From an optimization exercise on the open Yosys and OpenROAD flow, aimed at small area and a short achievable clock period; shortcuts taken in it are not production practice.
Only simulation tests tie the RTL to the original design; equivalence was not proved.
No driver is modelled on the clock port, so clocking that relies on it looks cheaper here than on a real chip.

Setup of the baseline:
==> flow/design.v (excerpt) <==
module adc_mul (
    input  logic        clk_i,
    input  logic        rst_i,
    input  logic [11:0] x_i,
    input  logic [9:0]  y_i,
    input  logic [9:0]  z_i,
    output logic [11:0] fp_o             
);
Size: ~1300 cells after synthesis, ~46 I/O pins, ~13000 µm² of cells after synthesis.
==> flow/config.mk <==
export PLATFORM = sky130hd
export DESIGN_NAME = adc_mul
export DESIGN_NICKNAME = adc_mul
export VERILOG_FILES = /design/flow/design.v
export SDC_FILE = /design/flow/constraint.sdc
export NUM_CORES = 4
export LEC_CHECK = 0
export CAP_MARGIN = 20
export CORE_MARGIN = 2
export CORE_UTILIZATION = 40
export SLEW_MARGIN = 20
==> flow/constraint.sdc <==
create_clock -name core_clock -period 110.0 [get_ports {clk_i}]
set_input_delay 22.0000 -clock core_clock [delete_from_list [all_inputs] [get_ports {clk_i}]]
set_output_delay 22.0000 -clock core_clock [all_outputs]
set_load 0.01 [all_outputs]
run.sh (not shown) runs the stock make flow with config.mk's settings and CLKGATE_MAP_FILE= SYNTH_SCRIPT=/design/flow/synth_recipe.tcl, a recipe that flattens the netlist after the stock synthesis.
Relative to the baseline, the following input files were edited for the candidate:
- swapping 40 for 60 in CORE_UTILIZATION
- putting CTS_CLUSTER_SIZE at 30 where nothing was set
- putting CTS_BUF_LIST at sky130_fd_sc_hd__clkbuf_8 where nothing was set
- Taking the baseline as the reference, in the candidate final standard cell area without fillers has decreased.

* * *

adc_mul, a different RTL version from the one above (not shown whole).
For scale: roughly 0.012 mm² of cells after synthesis.
Settings: LEC_CHECK=0, ABC_AREA=1, CAP_MARGIN=20, CORE_MARGIN=2, CORE_UTILIZATION=70, CTS_BUF_LIST=sky130_fd_sc_hd__clkbuf_8, SLEW_MARGIN=20, SYNTH_HIERARCHICAL=1, SYNTH_MINIMUM_KEEP_SIZE=0; clock period 110.0 ns.
standard.sh (not shown) runs the stock make flow with config.mk's settings and CLKGATE_MAP_FILE= SYNTH_SCRIPT=/design/flow/synth_recipe.tcl, a recipe that flattens the netlist after the stock synthesis.
==> flow/flow/run.sh <==
#!/bin/bash
# The standard layout with three changes:
#  - the smallest buffer on the ports instead of a delay buffer;
#  - a clock tree under a strong root buffer, without dummy loads;
#  - half adder cells and the stronger sizes of logic cells left out, so that
#    synthesis maps half adders to gates (the design's half adders mostly need
#    inverted inputs or outputs) and uses the smallest cells; every path has
#    plenty of time at the design's period.
set -euo pipefail
export BUFFER_PORTS_ARGS="-buffer_cell sky130_fd_sc_hd__buf_1"
export CTS_ARGS="-sink_clustering_enable -repair_clock_nets -root_buf sky130_fd_sc_hd__clkbuf_16 -buf_list sky130_fd_sc_hd__clkbuf_4 -dont_use_dummy_load"
# The platform's own don't-use list, plus the half adders
plat_du=$(sed -n '/^export DONT_USE_CELLS += \\/,/^#/p' "$FLOW_HOME/platforms/$FLOW_PLATFORM/config.mk" \
          | grep -v '^#' | grep -v 'export' | tr -d '\\' | tr -s ' \n' ' ')
# Logic cells of drive 2 and up; buffers, inverters and flip-flops keep theirs
lib="$FLOW_HOME/platforms/$FLOW_PLATFORM/lib/sky130_fd_sc_hd__tt_025C_1v80.lib"
big=$(grep -oE 'cell *\( *"?sky130_fd_sc_hd__[a-z0-9_]+_(2|4|6|8|12|16)"? *\)' "$lib" | grep -oE 'sky130_fd_sc_hd__[a-z0-9_]+' \
      | grep -vE 'clkbuf|buf_|clkinv|inv_|dfrtp|dfxtp|dlygate|clkdly|fill|decap|tap|conb|diode|einv|ebuf|probe|lpflow|bufbuf|bufinv|clkinvlp' | tr '\n' ' ')
du="$plat_du sky130_fd_sc_hd__ha_1 $big"
echo "DONT_USE_CELLS=$du" > dont_use.log
bash standard.sh "DONT_USE_CELLS=$du" finish > standard.log 2>&1
The starting point finished clean.
Change:
--- a/flow/flow/run.sh
+++ b/flow/flow/run.sh
@@ -2 +2 @@
-# The standard layout with three changes:
+# The standard layout with these changes:
@@ -4 +4,3 @@
-#  - a clock tree under a strong root buffer, without dummy loads;
+#  - a clock tree of small leaf buffers under a strong root buffer, without
+#    dummy loads; leaves that drive many flip-flops are upsized after CTS
+#    (flow/post_cts.tcl);
@@ -8 +10,4 @@
-#    plenty of time at the design's period.
+#    plenty of time at the design's period;
+#  - an area-oriented ABC script for the gate mapping (flow/abc_area.script,
+#    used with ABC_AREA 1): ORFS's scripts are copied into the work folder
+#    and that one file replaced.
@@ -11,0 +17 @@
+export POST_CTS_TCL="$PWD/flow/post_cts.tcl"
@@ -21 +27,4 @@
-bash standard.sh "DONT_USE_CELLS=$du" finish > standard.log 2>&1
+rm -rf scripts_local
+cp -r "$FLOW_HOME/scripts" scripts_local
+cp flow/abc_area.script scripts_local/abc_area.script
+bash standard.sh "DONT_USE_CELLS=$du" "SCRIPTS_DIR=$PWD/scripts_local" finish > standard.log 2>&1
==> flow/flow/abc_area.script (new file) <==
strash
dch
map -a
topo
stime -c
buffer -c
upsize -c
dnsize -c
==> flow/flow/post_cts.tcl (new file) <==
set block [ord::get_db_block]
set big_master [[ord::get_db] findMaster sky130_fd_sc_hd__clkbuf_8]
set n_up 0
foreach inst [$block getInsts] {
  if { [[$inst getMaster] getName] ne "sky130_fd_sc_hd__clkbuf_4" } {
    continue
  }
  set out [$inst findITerm X]
  set net [$out getNet]
  if { $net eq "NULL" } {
    continue
  }
  set sinks [expr { [llength [$net getITerms]] - 1 }]
  if { $sinks > 10 } {
    $inst swapMaster $big_master
    incr n_up
  }
}
puts "post_cts: upsized $n_up clock leaf buffers"
detailed_placement
check_placement -verbose
Outcome: Worst setup slack got worse by 0.053 ns; global-route usage decreases by 1.0 points; final area decreases by a few percent; final cell count decreases by roughly a tenth; utilization increases by 0.69 points; first-iteration DRC count decreases by a few percent.
Change:
--- a/flow/flow/run.sh
+++ b/flow/flow/run.sh
@@ -10,4 +10 @@
-#    plenty of time at the design's period;
-#  - an area-oriented ABC script for the gate mapping (flow/abc_area.script,
-#    used with ABC_AREA 1): ORFS's scripts are copied into the work folder
-#    and that one file replaced.
+#    plenty of time at the design's period.
@@ -27,4 +24 @@
-rm -rf scripts_local
-cp -r "$FLOW_HOME/scripts" scripts_local
-cp flow/abc_area.script scripts_local/abc_area.script
-bash standard.sh "DONT_USE_CELLS=$du" "SCRIPTS_DIR=$PWD/scripts_local" finish > standard.log 2>&1
+bash standard.sh "DONT_USE_CELLS=$du" finish > standard.log 2>&1
removed: flow/flow/abc_area.script
=>
- The new run passed the timing, design-rule and antenna checks
- clock skew rose by 0.0088 ns
- worst hold slack improved by 0.0050 ns
- die area rose by 4.0%
- first-iteration DRC count rose by 9.9%
- wire length rose by 12%
- design area rose by 3.6%
- cell count rose by 13%

* * *

Another version of the RTL of adc_mul (not shown whole).
Size: roughly 1100 cells after synthesis, ~130 flip-flops, roughly 46 I/O pins, roughly 11000 um^2 of cells after synthesis.
export LEC_CHECK = 0
export ABC_AREA = 1
export CAP_MARGIN = 20
export CORE_MARGIN = 2
export CORE_UTILIZATION = 70
export CTS_BUF_LIST = sky130_fd_sc_hd__clkbuf_8
export SLEW_MARGIN = 70
export SYNTH_HIERARCHICAL = 1
export SYNTH_MINIMUM_KEEP_SIZE = 0
create_clock -name core_clock -period 110.0 [get_ports {clk_i}]
==> flow/flow/run.sh <==
#!/bin/bash
# The standard layout with these changes:
#  - the smallest buffer on the ports instead of a delay buffer;
#  - a clock tree of small leaf buffers under a strong root buffer, without
#    dummy loads; leaves that drive many flip-flops are upsized after CTS
#    (flow/post_cts.tcl);
#  - half adder cells and the stronger sizes of logic cells left out, so that
#    synthesis maps half adders to gates (the design's half adders mostly need
#    inverted inputs or outputs) and uses the smallest cells; every path has
#    plenty of time at the design's period;
#  - an area-oriented ABC script (amap) for the gate mapping (flow/abc_area.script,
#    used with ABC_AREA 1): ORFS's scripts are copied into the work folder
#    and that one file replaced.
set -euo pipefail
export BUFFER_PORTS_ARGS="-buffer_cell sky130_fd_sc_hd__buf_1"
export CTS_ARGS="-sink_clustering_enable -repair_clock_nets -root_buf sky130_fd_sc_hd__clkbuf_16 -buf_list sky130_fd_sc_hd__clkbuf_4 -dont_use_dummy_load"
export POST_CTS_TCL="$PWD/flow/post_cts.tcl"
# The platform's own don't-use list, plus the half adders
plat_du=$(sed -n '/^export DONT_USE_CELLS += \\/,/^#/p' "$FLOW_HOME/platforms/$FLOW_PLATFORM/config.mk" \
          | grep -v '^#' | grep -v 'export' | tr -d '\\' | tr -s ' \n' ' ')
# Logic cells of drive 2 and up; buffers, inverters and flip-flops keep theirs
lib="$FLOW_HOME/platforms/$FLOW_PLATFORM/lib/sky130_fd_sc_hd__tt_025C_1v80.lib"
big=$(grep -oE 'cell *\( *"?sky130_fd_sc_hd__[a-z0-9_]+_(2|4|6|8|12|16)"? *\)' "$lib" | grep -oE 'sky130_fd_sc_hd__[a-z0-9_]+' \
      | grep -vE 'clkbuf|buf_|clkinv|inv_|dfrtp|dfxtp|dlygate|clkdly|fill|decap|tap|conb|diode|einv|ebuf|probe|lpflow|bufbuf|bufinv|clkinvlp' | tr '\n' ' ')
du="$plat_du sky130_fd_sc_hd__ha_1 $big"
echo "DONT_USE_CELLS=$du" > dont_use.log
rm -rf scripts_local
cp -r "$FLOW_HOME/scripts" scripts_local
cp flow/abc_area.script scripts_local/abc_area.script
bash standard.sh "DONT_USE_CELLS=$du" "SCRIPTS_DIR=$PWD/scripts_local" finish > standard.log 2>&1
==> flow/flow/abc_area.script <==
strash
dch
amap
topo
stime -c
buffer -c
upsize -c
dnsize -c
Other scripts of this flow, unchanged in this note and not shown: flow/flow/post_cts.tcl
The baseline completed with no timing, DRC or antenna violations.
Edit:
- SLEW_MARGIN: 70 -> 85
=>
- The changed run ended with an error in 5_1_grt
- synthesized area does not change
- synthesized cell count does not change
Edit:
--- a/flow/flow/run.sh
+++ b/flow/flow/run.sh
@@ -11 +11 @@
-#  - an area-oriented ABC script (amap) for the gate mapping (flow/abc_area.script,
+#  - an area-oriented ABC script for the gate mapping (flow/abc_area.script,
==> flow/flow/abc_area.script (replaced) <==
strash
dch
map -a
topo
stime -c
buffer -c
upsize -c
dnsize -c
- SLEW_MARGIN: 85 -> 20
Outcome: The new run completed with no timing, DRC or antenna violations. Synthesized area came out higher by a few percent. Synthesized cell count grows slightly.
Edit:
--- a/flow/flow/run.sh
+++ b/flow/flow/run.sh
@@ -11 +11 @@
-#  - an area-oriented ABC script for the gate mapping (flow/abc_area.script,
+#  - an area-oriented ABC script (amap) for the gate mapping (flow/abc_area.script,
==> flow/flow/abc_area.script (replaced) <==
strash
dch
amap
topo
stime -c
buffer -c
upsize -c
dnsize -c
- SLEW_MARGIN: 20 -> 50
Result:
- The changed run ran to the end with no violations
- non-clock buffer count rose by 2
- setup slack is better by 0.34 ns
- synthesized cell count fell by about 1.8%
- clock skew fell by 0.0058 ns
- routed wire length rose by about 8%
- design area fell by 4.3%

re-timing with driven ports:
How much do the figures lean on ideal ports? The routed layouts below were timed once more, with nothing changed but the port constraints. Step 1 assumes that a clkbuf_16 drives the clock port and a buf_2 every other input. Step 2 moves the port delays by t, midway between the first and last clock arrival at a register: inputs arrive t later, outputs are due t later. That takes back most of the time a late clock gives input paths. Three values: ideal, step 1, step 2; two values: the first two.
run | shift t [ns] | setup WS [ns] | latest minus earliest clock arrival (ns)
the baseline | 0.480 | 86.123 / 86.123 / 86.123 | 0.015 / 0.016
the candidate | 0.481 | 86.135 / 86.135 / 86.135 | 0.017 / 0.017
the first run of note 2 | 0.396 | 87.127 / 87.081 / 87.450 | 0.051 / 0.051
the second run of note 2 | 0.400 | 87.075 / 87.075 / 87.075 | 0.030 / 0.029
the third run of note 2 | 0.394 | 87.144 / 87.098 / 87.436 | 0.038 / 0.039
the first run of note 3 | 0.396 | 87.153 / 87.106 / 87.384 | 0.031 / 0.031
the third run of note 3 | 0.397 | 86.820 / 86.820 / 86.820 | 0.035 / 0.035
the fourth run of note 3 | 0.399 | 87.164 / 87.117 / 87.516 | 0.032 / 0.032
After both steps setup and hold are still met in every run listed.
